What follows belongs to an exercise in optimizing a design on an open flow for small area, a short achievable clock period and few clock cycles per item; a production flow would make more cautious choices. At most, simulation tests tie the RTL to the original design; equivalence was not proved. No activity file was given, so power comes from the tool's default toggle rates.

==> flow/design.v <==
package bba_pkg;
  localparam int BlockIdW = 11;
  localparam int GrantW   = 10;
  localparam int WordW    = 32;
  localparam int BitIdxW  = 5;
  localparam logic FUNC_ALLOC = 1'b0;
  localparam logic FUNC_FREE  = 1'b1;
  localparam logic [1:0] ST_OK      = 2'd0;
  localparam logic [1:0] ST_NO_FREE = 2'd1;
  localparam logic [1:0] ST_RANGE   = 2'd2;
  typedef enum logic [1:0] {
    CMD_ALLOC  = 2'd0,
    CMD_FREE   = 2'd1,
    CMD_REJECT = 2'd2
  } cmd_kind_e;
  typedef struct packed {
    logic                func;
    logic [BlockIdW-1:0] block_id;
  } in_t;
  typedef struct packed {
    logic [GrantW-1:0] granted_block;
    logic [1:0]        status;
  } out_t;
  typedef struct packed {
    cmd_kind_e           kind;
    logic [31:0]         word_oh;
    logic [BitIdxW-1:0]  bit_idx;
  } cmd_t;
endpackage
module bba_front #(
  parameter int TOTAL_BLOCKS = 1024
) (
  input  logic [bba_pkg::BlockIdW-1:0] data_start_i,
  input  bba_pkg::in_t                 in_data_i,
  output bba_pkg::cmd_t                cmd_o
);
  localparam int BlockIdW = bba_pkg::BlockIdW;
  localparam int LimW = $clog2(TOTAL_BLOCKS + 1);
  localparam int CmpW = (LimW > BlockIdW) ? LimW : BlockIdW;
  logic                in_range;
  logic [BlockIdW-1:0] offset;
  assign in_range = (in_data_i.block_id >= data_start_i) &&
                    (CmpW'(in_data_i.block_id) < CmpW'(TOTAL_BLOCKS));
  assign offset   = in_data_i.block_id - data_start_i;
  always_comb begin
    for (int i = 0; i < 32; i++) begin
      cmd_o.word_oh[i] = (offset[9:5] == 5'(i));
    end
    cmd_o.bit_idx = offset[4:0];
    if (in_data_i.func == bba_pkg::FUNC_ALLOC) begin
      cmd_o.kind = bba_pkg::CMD_ALLOC;
    end else if (in_range) begin
      cmd_o.kind = bba_pkg::CMD_FREE;
    end else begin
      cmd_o.kind = bba_pkg::CMD_REJECT;
    end
  end
endmodule
module bba_cmd_fifo (
  input  logic clk_i,
  input  logic rst_ni,
  input  logic hold_i,         
  input  logic room_i,         
  input  logic push_valid_i,
  output logic push_ready_o,
  input  bba_pkg::cmd_t push_data_i,
  output logic pop_valid_o,
  output bba_pkg::cmd_t pop_data_o
);
  bba_pkg::cmd_t                ent_q;
  logic                         vld_q;
  logic                         push;
  assign push_ready_o = !hold_i && (!vld_q || room_i);
  assign push         = push_valid_i && push_ready_o;
  assign pop_valid_o  = vld_q;
  assign pop_data_o   = ent_q;
  always_ff @(posedge clk_i or negedge rst_ni) begin
    if (!rst_ni) begin
      vld_q <= 1'b0;
    end else if (push) begin
      vld_q <= 1'b1;
    end else if (room_i) begin
      vld_q <= 1'b0;
    end
  end
  always_ff @(posedge clk_i) begin
    if (push) begin
      ent_q <= push_data_i;
    end
  end
endmodule
module bba_back (
  input  logic                         clk_i,
  input  logic                         rst_ni,
  input  logic [bba_pkg::BlockIdW-1:0] data_start_i,
  input  logic                         cmd_valid_i,
  input  bba_pkg::cmd_t                cmd_i,
  output logic                         room_o,
  output logic                         clr_busy_o,
  output logic                         out_valid_o,
  input  logic                         out_ready_i,
  output logic [bba_pkg::GrantW+1:0]   out_data_o
);
  localparam int GrantW  = bba_pkg::GrantW;
  localparam int WordW   = bba_pkg::WordW;
  localparam int BitIdxW = bba_pkg::BitIdxW;
  localparam int NWords  = 32;
  localparam int WW      = 5;
  localparam int RespW   = GrantW + 2;
  function automatic logic [NWords-1:0] lowest_one(input logic [NWords-1:0] v);
    logic [NWords-1:0] below;
    below = '0;
    for (int i = 1; i < NWords; i++) begin
      below[i] = below[i-1] | v[i-1];
    end
    lowest_one = v & ~below;
  endfunction
  function automatic logic [WW-1:0] enc32(input logic [31:0] oh);
    logic [WW-1:0] r;
    r = '0;
    for (int i = 0; i < 32; i++) begin
      if (oh[i]) r = r | WW'(i);
    end
    enc32 = r;
  endfunction
  logic [NWords*WordW-1:0] mem_q;
  logic [NWords-1:0]       full_q, full_d;
  logic [NWords-1:0]       first_q, first_d;
  logic                    clr_q;
  logic [NWords-1:0]  wvalid, lastw;
  logic [WordW-1:0]   bmask;
  logic [WW-1:0]      lw_idx;
  logic [BitIdxW-1:0] lb_idx;
  assign lw_idx = ~data_start_i[9:5];
  assign lb_idx = ~data_start_i[4:0];
  always_comb begin
    for (int i = 0; i < NWords; i++) begin
      wvalid[i] = !data_start_i[10] && (WW'(i) <= lw_idx);
      lastw[i]  = !data_start_i[10] && (WW'(i) == lw_idx);
    end
    for (int i = 0; i < WordW; i++) begin
      bmask[i] = (BitIdxW'(i) <= lb_idx);
    end
  end
  logic                 go, is_alloc, is_free;
  logic [NWords-1:0]    sel, we;
  logic [WordW-1:0]     fb_oh;
  logic [WordW-1:0]     rdata, rmask, zero_oh, wdata, wdata_op;
  logic                 any_first, is_last, hit, word_full;
  logic [NWords-1:0]    avail, second;
  assign is_alloc = (cmd_i.kind == bba_pkg::CMD_ALLOC);
  assign is_free  = (cmd_i.kind == bba_pkg::CMD_FREE);
  always_comb begin
    for (int i = 0; i < WordW; i++) begin
      fb_oh[i] = (cmd_i.bit_idx == BitIdxW'(i));
    end
  end
  assign sel = is_alloc ? first_q : cmd_i.word_oh;
  always_comb begin
    rdata = '0;
    for (int i = 0; i < NWords; i++) begin
      rdata = rdata | (mem_q[i*WordW +: WordW] & {WordW{sel[i]}});
    end
  end
  assign any_first = |first_q;
  assign is_last   = |(first_q & lastw);
  assign rmask     = rdata | (is_last ? ~bmask : '0);
  assign zero_oh   = lowest_one(~rmask);
  assign hit       = any_first && !(&rmask);
  assign wdata_op  = is_alloc ? (rdata | zero_oh) : (rdata & ~fb_oh);
  assign word_full = &(rdata | zero_oh);
  always_comb begin
    for (int i = 0; i < NWords; i++) begin
      we[i] = clr_q ||
              (go && is_alloc && hit && first_q[i]) ||
              (go && is_free && cmd_i.word_oh[i]);
    end
  end
  assign wdata = clr_q ? '0 : wdata_op;
  always_comb begin
    for (int i = 0; i < NWords; i++) begin
      full_d[i] = we[i] ? (!clr_q && is_alloc && word_full) : full_q[i];
    end
  end
  assign avail  = ~full_q & wvalid;
  assign second = lowest_one(avail & ~first_q);
  always_comb begin
    first_d = first_q;
    if (!go) begin
      first_d = lowest_one(avail);
    end else if (is_alloc) begin
      if (hit && word_full) first_d = second;
    end else if (is_free) begin
      first_d = lowest_one(first_q | cmd_i.word_oh);
    end
  end
  always_ff @(posedge clk_i) begin
    for (int i = 0; i < NWords; i++) begin
      if (we[i]) mem_q[i*WordW +: WordW] <= wdata;
    end
    full_q  <= full_d;
    first_q <= first_d;
  end
  always_ff @(posedge clk_i or negedge rst_ni) begin
    if (!rst_ni) begin
      clr_q <= 1'b1;
    end else begin
      clr_q <= 1'b0;
    end
  end
  assign clr_busy_o = clr_q;
  logic             res_v_q;
  logic             res_g_q;
  logic [1:0]       res_st_q;
  logic [WW-1:0]    res_w_q;
  logic [BitIdxW-1:0] res_b_q;
  logic [RespW-1:0] resp;
  logic [GrantW-1:0] grant;
  logic [1:0]       cnt_q, cnt_d;
  logic [RespW-1:0] head_q, tail_q;
  logic             push, pop;
  assign push   = res_v_q && (cnt_q != 2'd2);
  assign pop    = (cnt_q != 2'd0) && out_ready_i;
  assign room_o = !clr_q && (!res_v_q || (cnt_q != 2'd2));
  assign go     = cmd_valid_i && room_o;
  always_ff @(posedge clk_i or negedge rst_ni) begin
    if (!rst_ni) begin
      res_v_q <= 1'b0;
    end else if (go) begin
      res_v_q <= 1'b1;
    end else if (push) begin
      res_v_q <= 1'b0;
    end
  end
  always_ff @(posedge clk_i) begin
    if (go) begin
      res_w_q <= enc32(first_q);
      res_b_q <= enc32(zero_oh);
      res_g_q <= is_alloc && hit;
      if (is_alloc) begin
        res_st_q <= hit ? bba_pkg::ST_OK : bba_pkg::ST_NO_FREE;
      end else if (is_free) begin
        res_st_q <= bba_pkg::ST_OK;
      end else begin
        res_st_q <= bba_pkg::ST_RANGE;
      end
    end
  end
  assign grant = res_g_q ?
                 GrantW'(data_start_i[9:0] + {res_w_q, res_b_q}) : '0;
  assign resp  = {grant, res_st_q};
  always_comb begin
    cnt_d = cnt_q;
    if (push && !pop) cnt_d = cnt_q + 2'd1;
    else if (pop && !push) cnt_d = cnt_q - 2'd1;
  end
  always_ff @(posedge clk_i or negedge rst_ni) begin
    if (!rst_ni) begin
      cnt_q <= 2'd0;
    end else begin
      cnt_q <= cnt_d;
    end
  end
  always_ff @(posedge clk_i) begin
    if (pop) begin
      head_q <= (cnt_q == 2'd2) ? tail_q : resp;
    end else if (push && cnt_q == 2'd0) begin
      head_q <= resp;
    end
    if (push && (cnt_q - 2'(pop)) == 2'd1) begin
      tail_q <= resp;
    end
  end
  assign out_valid_o = (cnt_q != 2'd0);
  assign out_data_o  = head_q;
endmodule
module bitmap_block_allocator_top #(
  parameter int TOTAL_BLOCKS = 1024
) (
  input  logic                clk_i,
  input  logic                rst_ni,
  input  logic                cfg_we_i,
  input  logic [bba_pkg::BlockIdW-1:0] cfg_wdata_i,
  input  logic                in_valid_i,
  output logic                in_ready_o,
  input  logic [bba_pkg::BlockIdW:0]   in_data_i,
  output logic                out_valid_o,
  input  logic                out_ready_i,
  output logic [bba_pkg::GrantW+1:0]   out_data_o
);
  localparam int BlockIdW = bba_pkg::BlockIdW;
  logic [BlockIdW-1:0] data_start_q;
  bba_pkg::cmd_t       front_cmd;
  bba_pkg::cmd_t       q_cmd;
  logic                q_valid, room, clr_busy;
  always_ff @(posedge clk_i or negedge rst_ni) begin
    if (!rst_ni) begin
      data_start_q <= '0;
    end else if (cfg_we_i) begin
      data_start_q <= cfg_wdata_i;
    end
  end
  bba_front #(
    .TOTAL_BLOCKS(TOTAL_BLOCKS)
  ) u_front (
    .data_start_i(data_start_q),
    .in_data_i   (in_data_i),
    .cmd_o       (front_cmd)
  );
  bba_cmd_fifo u_fifo (
    .clk_i       (clk_i),
    .rst_ni      (rst_ni),
    .hold_i      (clr_busy),
    .room_i      (room),
    .push_valid_i(in_valid_i),
    .push_ready_o(in_ready_o),
    .push_data_i (front_cmd),
    .pop_valid_o (q_valid),
    .pop_data_o  (q_cmd)
  );
  bba_back u_back (
    .clk_i       (clk_i),
    .rst_ni      (rst_ni),
    .data_start_i(data_start_q),
    .cmd_valid_i (q_valid),
    .cmd_i       (q_cmd),
    .room_o      (room),
    .clr_busy_o  (clr_busy),
    .out_valid_o (out_valid_o),
    .out_ready_i (out_ready_i),
    .out_data_o  (out_data_o)
  );
endmodule
Settings: LEC_CHECK=0, CAP_MARGIN=20, CORE_MARGIN=2, CORE_UTILIZATION=40, PLACE_DENSITY=0.6, SLEW_MARGIN=20; clock period 8.5 ns.
run.sh (not shown) runs the stock make flow with config.mk's settings and CLKGATE_MAP_FILE= SYNTH_SCRIPT=/design/flow/synth_recipe.tcl, a recipe that flattens the netlist after the stock synthesis.
Edit:
--- a/flow/design.v
+++ b/flow/design.v
@@ -148,5 +148,5 @@
   logic [WordW-1:0]     rdata, rmask, zero_oh, wdata, wdata_op;
   logic                 any_first, is_last, hit, word_full;
-  logic [NWords-1:0]    avail, second;
+  logic [NWords-1:0]    avail, pe_keep, pe_next;
   assign is_alloc = (cmd_i.kind == bba_pkg::CMD_ALLOC);
   assign is_free  = (cmd_i.kind == bba_pkg::CMD_FREE);
@@ -177,5 +177,5 @@
     end
   end
-  assign wdata = clr_q ? '0 : wdata_op;
+  assign wdata = wdata_op & {WordW{!clr_q}};
   always_comb begin
     for (int i = 0; i < NWords; i++) begin
@@ -183,16 +183,8 @@
     end
   end
-  assign avail  = ~full_q & wvalid;
-  assign second = lowest_one(avail & ~first_q);
-  always_comb begin
-    first_d = first_q;
-    if (!go) begin
-      first_d = lowest_one(avail);
-    end else if (is_alloc) begin
-      if (hit && word_full) first_d = second;
-    end else if (is_free) begin
-      first_d = lowest_one(first_q | cmd_i.word_oh);
-    end
-  end
+  assign avail   = ~full_q & wvalid;
+  assign pe_keep = lowest_one(avail | ((go && is_free) ? cmd_i.word_oh : '0));
+  assign pe_next = lowest_one(avail & ~first_q);
+  assign first_d = (go && is_alloc && hit && word_full) ? pe_next : pe_keep;
   always_ff @(posedge clk_i) begin
     for (int i = 0; i < NWords; i++) begin
What happened:
- sequential share of layout area shrinks by 0.49 points
- setup slack gains 300 ps
- non-clock buffer count grows by 41
- clock skew shrinks by 7.0 ps
- wire length shrinks by 0.63%
- die area stays flat
- design area is about the same
- power shrinks by 0.83%
- hold slack gains 41 ps
- synthesized cell count shrinks by 2.7%
- global-route usage shrinks by 0.14 points
- clock-buffer cell count shrinks by 1
- register-to-register slack gains 300 ps
Testbench counts after the change, summed over its fixed seeds: cycles 11,232, items 11,200.
The RTL of the first run of this note was laid out without a check of its function.

-- re-timing with driven ports --
Ports are ideal in the flow. The routed layouts listed here were re-timed in OpenROAD.
Step 1 sets driving cells, clkbuf_16 on the clock port and buf_2 on the other inputs (assumed; they add their load-dependent delay and slew).
Step 2 adds t to the input delays and takes it off the output delays; t is the mean of the earliest and latest rising clock arrival at the registers after step 1. Input paths then give back, and output paths get back, about the clock's delay inside the block.
Three values: no drivers, after step 1, after step 2; two values: the first two.
| run | shift t [ns] | slack for setup (ns) | hold slack, ns | clock arrival spread, ns | pins driven straight from the clock port |
|---|---|---|---|---|---|
| the first run | 0.825 | 0.879 / 0.879 / 0.879 | 0.450 / 0.450 / 0.450 | 0.062 / 0.062 | 1 |
| the second run | 0.821 | 1.177 / 1.177 / 1.177 | 0.491 / 0.491 / 0.491 | 0.057 / 0.057 | 1 |
After both steps every run listed still meets setup and hold.
